This is an optimization exercise on Yosys and OpenROAD, whose aim is small area, a short achievable clock period and few clock cycles, not a production implementation.
The RTL was checked by simulation tests, not by an equivalence proof against the original design.
No activity file was given, so power comes from the tool's default toggle rates.

== main ==
Design battle_engine, start of the top module:
module battle_engine (
    input  logic                          clk_25MHz,
    input  logic                          rst,
    input  logic                          start,
    input  logic                          frame_valid,
    output logic                          frame_ready,
    input  logic                          spawn_valid,
    output logic                          spawn_ready,
    input  logic                          spawn_enemy,
    input  logic [battle_pkg::type_w-1:0] spawn_type,
    output logic [battle_pkg::hp_w-1:0]   tower_hp_enemy,
    output logic [battle_pkg::hp_w-1:0]   tower_hp_army,
    output logic [battle_pkg::slot_w:0]   enemy_count,
    output logic [battle_pkg::slot_w:0]   army_count,
    output logic [battle_pkg::x_w-1:0]    enemy_front_x,
    output logic [battle_pkg::x_w-1:0]    army_front_x,
    output logic                          game_win,
    output logic                          game_lose
);
Size in the first run: about 9000 cells after synthesis, ~450 flip-flops, roughly 58000 um2 of cells after synthesis.
==> module unit_squad, before the edit <==
module unit_squad #(
    parameter bit side_enemy = 1'b1
) (
    input  logic                          clk_25MHz,
    input  logic                          rst,
    input  logic                          start,
    input  logic                          spawn_go,
    input  logic [battle_pkg::type_w-1:0] spawn_type,
    input  logic                          frame_go,
    input  logic                          opp_alive,      
    input  logic [battle_pkg::x_w-1:0]    opp_front_x,    
    input  logic [battle_pkg::dmg_w-1:0]  dmg_in,         
    output logic                          has_free,
    output logic                          any_alive,
    output logic [battle_pkg::slot_w:0]   alive_count,
    output logic [battle_pkg::x_w-1:0]    front_x,
    output logic [battle_pkg::dmg_w-1:0]  dmg_unit,       
    output logic [battle_pkg::dmg_w-1:0]  dmg_tower       
);
    localparam int n  = battle_pkg::slot_cnt;
    localparam int xw = battle_pkg::x_w;
    localparam logic [xw-1:0] spawn_x = side_enemy ? battle_pkg::enemy_spawn_x :
                                                     battle_pkg::army_spawn_x;
    function automatic logic ge_f(input logic [10:0] a, input logic [10:0] b);
        ge_f = 1'b1;
        for (int k = 0; k < 11; k++)
            ge_f = (a[k] & ~b[k]) | (~(~a[k] & b[k]) & ge_f);
    endfunction
    logic [n-1:0]                    alive_q;
    logic [battle_pkg::type_w-1:0]   type_q [n];
    logic [xw-1:0]                   r_q    [n];    
    logic [battle_pkg::uhp_w-1:0]    hp_q   [n];
    logic [battle_pkg::cnt_w-1:0]    c_q    [n];
    logic [battle_pkg::slot_w:0]     count_q;
    logic [xw-1:0]                   front_q;
    logic [n-1:0]                 opp_in, tower_in, strike;
    logic [xw-1:0]                r_nx   [n];
    logic [xw-1:0]                x_nx   [n];
    logic [battle_pkg::cnt_w-1:0] c_nx   [n];
    logic [4:0]                   atk    [n];
    for (genvar i = 0; i < n; i++) begin : g_step
        logic [battle_pkg::cnt_w-1:0] c;
        logic [xw-1:0] rng;
        logic go;
        assign c   = c_q[i];
        assign rng = xw'(battle_pkg::unit_range(type_q[i]));
        if (side_enemy) begin : g_e
            assign opp_in[i]   = opp_alive && ge_f(11'(r_q[i]), 11'(opp_front_x));
            assign tower_in[i] = (r_q[i] >= 10'd570);
            assign r_nx[i]     = (c == '0) && !go ?
                                 r_q[i] + xw'(battle_pkg::unit_speed(type_q[i])) : r_q[i];
            assign x_nx[i]     = r_nx[i] - rng;
        end else begin : g_a
            assign opp_in[i]   = opp_alive && ge_f(11'(opp_front_x), 11'(r_q[i]));
            assign tower_in[i] = (r_q[i] <= 10'd70);
            assign r_nx[i]     = (c == '0) && !go ?
                                 r_q[i] - xw'(battle_pkg::unit_speed(type_q[i])) : r_q[i];
            assign x_nx[i]     = r_nx[i] + rng;
        end
        assign go        = opp_in[i] || tower_in[i];
        assign strike[i] = alive_q[i] && (c == battle_pkg::unit_strike(type_q[i]));
        assign c_nx[i]   = (c == '0) ? {3'd0, go} :
                           (c == battle_pkg::unit_last(type_q[i])) ? '0 : c + 1'b1;
        assign atk[i]    = battle_pkg::unit_atk(type_q[i]);
    end
    logic [5:0] pu [4], pt [4];
    for (genvar k = 0; k < 4; k++) begin : g_pair
        logic [5:0] both;
        logic       u0, u1, t0, t1;
        assign both = 6'(atk[2*k]) + 6'(atk[2*k+1]);
        assign u0 = strike[2*k]   &&  opp_in[2*k];
        assign u1 = strike[2*k+1] &&  opp_in[2*k+1];
        assign t0 = strike[2*k]   && !opp_in[2*k];
        assign t1 = strike[2*k+1] && !opp_in[2*k+1];
        assign pu[k] = (u0 && u1) ? both : u0 ? 6'(atk[2*k]) : u1 ? 6'(atk[2*k+1]) : '0;
        assign pt[k] = (t0 && t1) ? both : t0 ? 6'(atk[2*k]) : t1 ? 6'(atk[2*k+1]) : '0;
    end
    assign dmg_unit  = (8'(pu[0]) + 8'(pu[1])) + (8'(pu[2]) + 8'(pu[3]));
    assign dmg_tower = (8'(pt[0]) + 8'(pt[1])) + (8'(pt[2]) + 8'(pt[3]));
    logic [n-1:0] beats [n];    
    logic [n-1:0] is_f, is_s;
    for (genvar i = 0; i < n; i++) begin : g_cmp
        for (genvar j = 0; j < n; j++) begin : g_j
            if (i < j) begin : g_lt
                assign beats[i][j] = side_enemy ? ge_f(11'(x_nx[i]), 11'(x_nx[j])) :
                                                  ge_f(11'(x_nx[j]), 11'(x_nx[i]));
            end else if (i > j) begin : g_gt
                assign beats[i][j] = !beats[j][i];
            end else begin : g_eq
                assign beats[i][j] = 1'b1;
            end
        end
        assign is_f[i] = alive_q[i] && &(beats[i] | ~alive_q);
        assign is_s[i] = alive_q[i] && !is_f[i] && &(beats[i] | ~alive_q | is_f);
    end
    logic [battle_pkg::uhp_w-1:0] f_hp;
    logic [xw-1:0]                f_x, s_x;
    logic [battle_pkg::uhp_w:0]   hp_left;
    logic                         kill;
    logic [n-1:0]                 k_hit;    
    always_comb begin
        f_hp = '0;
        f_x  = '0;
        s_x  = '0;
        for (int i = 0; i < n; i++) begin
            f_hp = f_hp | (is_f[i] ? hp_q[i] : '0);
            f_x  = f_x  | (is_f[i] ? x_nx[i] : '0);
            s_x  = s_x  | (is_s[i] ? x_nx[i] : '0);
        end
        if (!(|is_f)) f_x = spawn_x;
        if (!(|is_s)) s_x = spawn_x;
    end
    assign hp_left = {1'b0, f_hp} - {1'b0, dmg_in};
    for (genvar i = 0; i < n; i++) begin : g_kill
        assign k_hit[i] = (dmg_in >= hp_q[i]);
    end
    assign kill    = |(is_f & k_hit);
    logic [n-1:0] free_1h;
    always_comb begin
        free_1h = '0;
        for (int i = n - 1; i >= 0; i--)
            if (!alive_q[i]) free_1h = n'(1) << i;
    end
    logic [battle_pkg::slot_w:0] count_m1;
    assign count_m1    = count_q - 1'b1;
    assign alive_count = count_q;
    assign has_free    = !count_q[battle_pkg::slot_w];
    assign any_alive   = |count_q;
    assign front_x     = front_q;
    always_ff @(posedge clk_25MHz) begin
        if (rst || start) begin
            alive_q <= '0;
            count_q <= '0;
            front_q <= spawn_x;
        end else if (frame_go) begin
            alive_q <= alive_q & ~(kill ? is_f : '0);
            if (kill) count_q <= count_m1;
            front_q <= kill ? s_x : f_x;
        end else if (spawn_go) begin
            alive_q <= alive_q | free_1h;
            count_q <= count_q + 1'b1;
        end
    end
    logic [battle_pkg::uhp_w-1:0] hp_wr;
    assign hp_wr = frame_go ? hp_left[battle_pkg::uhp_w-1:0] : battle_pkg::unit_hp(spawn_type);
    for (genvar i = 0; i < n; i++) begin : g_slot
        always_ff @(posedge clk_25MHz)
            if ((spawn_go && free_1h[i]) || (frame_go && is_f[i]))
                hp_q[i] <= hp_wr;
        always_ff @(posedge clk_25MHz) begin
            if (spawn_go && free_1h[i]) begin
                type_q[i] <= spawn_type;
                r_q[i]    <= side_enemy ? spawn_x + xw'(battle_pkg::unit_range(spawn_type)) :
                                          spawn_x - xw'(battle_pkg::unit_range(spawn_type));
                c_q[i]    <= '0;
            end else if (frame_go) begin
                r_q[i] <= r_nx[i];
                c_q[i] <= c_nx[i];
            end
        end
    end
endmodule
export LEC_CHECK = 0
export ABC_AREA = 1
export CAP_MARGIN = 20
export CORE_MARGIN = 2
export CORE_UTILIZATION = 40
export SETUP_SLACK_MARGIN = 5
export SLEW_MARGIN = 20
create_clock -name core_clock -period 18.0 [get_ports {clk_25MHz}]
standard.sh (not shown) runs the stock make flow with config.mk's settings and CLKGATE_MAP_FILE= SYNTH_SCRIPT=/design/flow/synth_recipe.tcl, a recipe that flattens the netlist after the stock synthesis.
==> flow/flow/run.sh <==
#!/bin/bash
set -euo pipefail
bash standard.sh SETUP_SLACK_MARGIN=9.5 finish > standard_make.log 2>&1
Testbench counts of main, summed over its fixed seeds: cycles 24,292.
Here is what was changed in the inputs of the feature branch compared with main.
--- a/flow/design.v
+++ b/flow/design.v
@@ -87,10 +87,34 @@
     function automatic logic ge_f(input logic [10:0] a, input logic [10:0] b);
         ge_f = 1'b1;
         for (int k = 0; k < 11; k++)
             ge_f = (a[k] & ~b[k]) | (~(~a[k] & b[k]) & ge_f);
     endfunction
+    function automatic logic [5:0] pair_atk(input logic [1:0] ta, input logic [1:0] tb);
+        case ({ta, tb})
+            4'h0: pair_atk = 6'd12;  4'h1: pair_atk = 6'd18;  4'h2: pair_atk = 6'd15;  4'h3: pair_atk = 6'd31;
+            4'h4: pair_atk = 6'd18;  4'h5: pair_atk = 6'd24;  4'h6: pair_atk = 6'd21;  4'h7: pair_atk = 6'd37;
+            4'h8: pair_atk = 6'd15;  4'h9: pair_atk = 6'd21;  4'ha: pair_atk = 6'd18;  4'hb: pair_atk = 6'd34;
+            default: pair_atk = (tb == 2'd0) ? 6'd31 : (tb == 2'd1) ? 6'd37 : (tb == 2'd2) ? 6'd34 : 6'd50;
+        endcase
+    endfunction
+    function automatic logic [9:0] spawn_r(input logic [1:0] t);
+        if (side_enemy)
+            case (t)
+                2'd0: spawn_r = 10'd50;
+                2'd1: spawn_r = 10'd30;
+                2'd2: spawn_r = 10'd110;
+                default: spawn_r = 10'd35;
+            endcase
+        else
+            case (t)
+                2'd0: spawn_r = 10'd530;
+                2'd1: spawn_r = 10'd550;
+                2'd2: spawn_r = 10'd470;
+                default: spawn_r = 10'd545;
+            endcase
+    endfunction
     logic [n-1:0]                    alive_q;
     logic [battle_pkg::type_w-1:0]   type_q [n];
     logic [xw-1:0]                   r_q    [n];    
     logic [battle_pkg::uhp_w-1:0]    hp_q   [n];
     logic [battle_pkg::cnt_w-1:0]    c_q    [n];
@@ -128,11 +152,11 @@
     end
     logic [5:0] pu [4], pt [4];
     for (genvar k = 0; k < 4; k++) begin : g_pair
         logic [5:0] both;
         logic       u0, u1, t0, t1;
-        assign both = 6'(atk[2*k]) + 6'(atk[2*k+1]);
+        assign both = pair_atk(type_q[2*k], type_q[2*k+1]);
         assign u0 = strike[2*k]   &&  opp_in[2*k];
         assign u1 = strike[2*k+1] &&  opp_in[2*k+1];
         assign t0 = strike[2*k]   && !opp_in[2*k];
         assign t1 = strike[2*k+1] && !opp_in[2*k+1];
         assign pu[k] = (u0 && u1) ? both : u0 ? 6'(atk[2*k]) : u1 ? 6'(atk[2*k+1]) : '0;
@@ -173,11 +197,11 @@
         if (!(|is_f)) f_x = spawn_x;
         if (!(|is_s)) s_x = spawn_x;
     end
     assign hp_left = {1'b0, f_hp} - {1'b0, dmg_in};
     for (genvar i = 0; i < n; i++) begin : g_kill
-        assign k_hit[i] = (dmg_in >= hp_q[i]);
+        assign k_hit[i] = ge_f(11'(dmg_in), 11'(hp_q[i]));
     end
     assign kill    = |(is_f & k_hit);
     logic [n-1:0] free_1h;
     always_comb begin
         free_1h = '0;
@@ -211,12 +235,11 @@
             if ((spawn_go && free_1h[i]) || (frame_go && is_f[i]))
                 hp_q[i] <= hp_wr;
         always_ff @(posedge clk_25MHz) begin
             if (spawn_go && free_1h[i]) begin
                 type_q[i] <= spawn_type;
-                r_q[i]    <= side_enemy ? spawn_x + xw'(battle_pkg::unit_range(spawn_type)) :
-                                          spawn_x - xw'(battle_pkg::unit_range(spawn_type));
+                r_q[i]    <= spawn_r(spawn_type);
                 c_q[i]    <= '0;
             end else if (frame_go) begin
                 r_q[i] <= r_nx[i];
                 c_q[i] <= c_nx[i];
             end
Findings:
- The feature branch ran to completion and came out clean on the timing, design-rule and antenna checks.
- Area of all sequential standard cells of main is on par with the feature branch.
- In the feature branch relative to main, synthesized netlist cell count had gone down slightly.
- The feature branch ended with less total iterations of the first detailed-routing run than main.
- Looking at initial antenna violation count across the feature branch and main, the one that comes out lower is the feature branch.
- Compared to main, the feature branch has peak ir drop on the vdd network 0.0087 mV lower.
- main has lower sequential element share of the synthesized area than the feature branch.
- On power drawn by the sequential cells, the feature branch and main are neck and neck.
- Route | the feature branch vs main | wire longer in the feature branch
- Going from main to the feature branch, clock buffer count in the final layout lost 14%; area fraction in and, or, nand and nor cells after synthesis picked up an extra 2.0 points.
Testbench counts of the feature branch, summed over its fixed seeds: cycles 24,292.

## what the ideal ports hide
In the flow no input, the clock included, has a driving cell. The finished layouts below were timed again as built, in two steps.
Step 1, drivers: a clkbuf_16 drives clk_25MHz and a buf_2 each remaining input, both assumed.
Step 2 also shifts input and output timing later by t, the mid clock arrival at the registers, as if the neighbouring blocks saw the same clock.
Slacks: no drivers / after step 1 / after step 2; pairs: no drivers / after step 1.
| run | t (ns) | setup WS [ns] | worst setup path at the end | clock arrival spread, ns |
|---|---|---|---|---|
| main | 0.791 | 9.650 / 9.612 / 9.612 | input to output | 0.069 / 0.069 |
| the feature branch | 0.792 | 9.703 / 9.703 / 9.703 | register to register | 0.031 / 0.031 |
After both steps setup and hold are still met in every run listed. The setup slack of main, which loses most, moves by -0.038 ns with the drivers and by -0.038 ns with both steps.
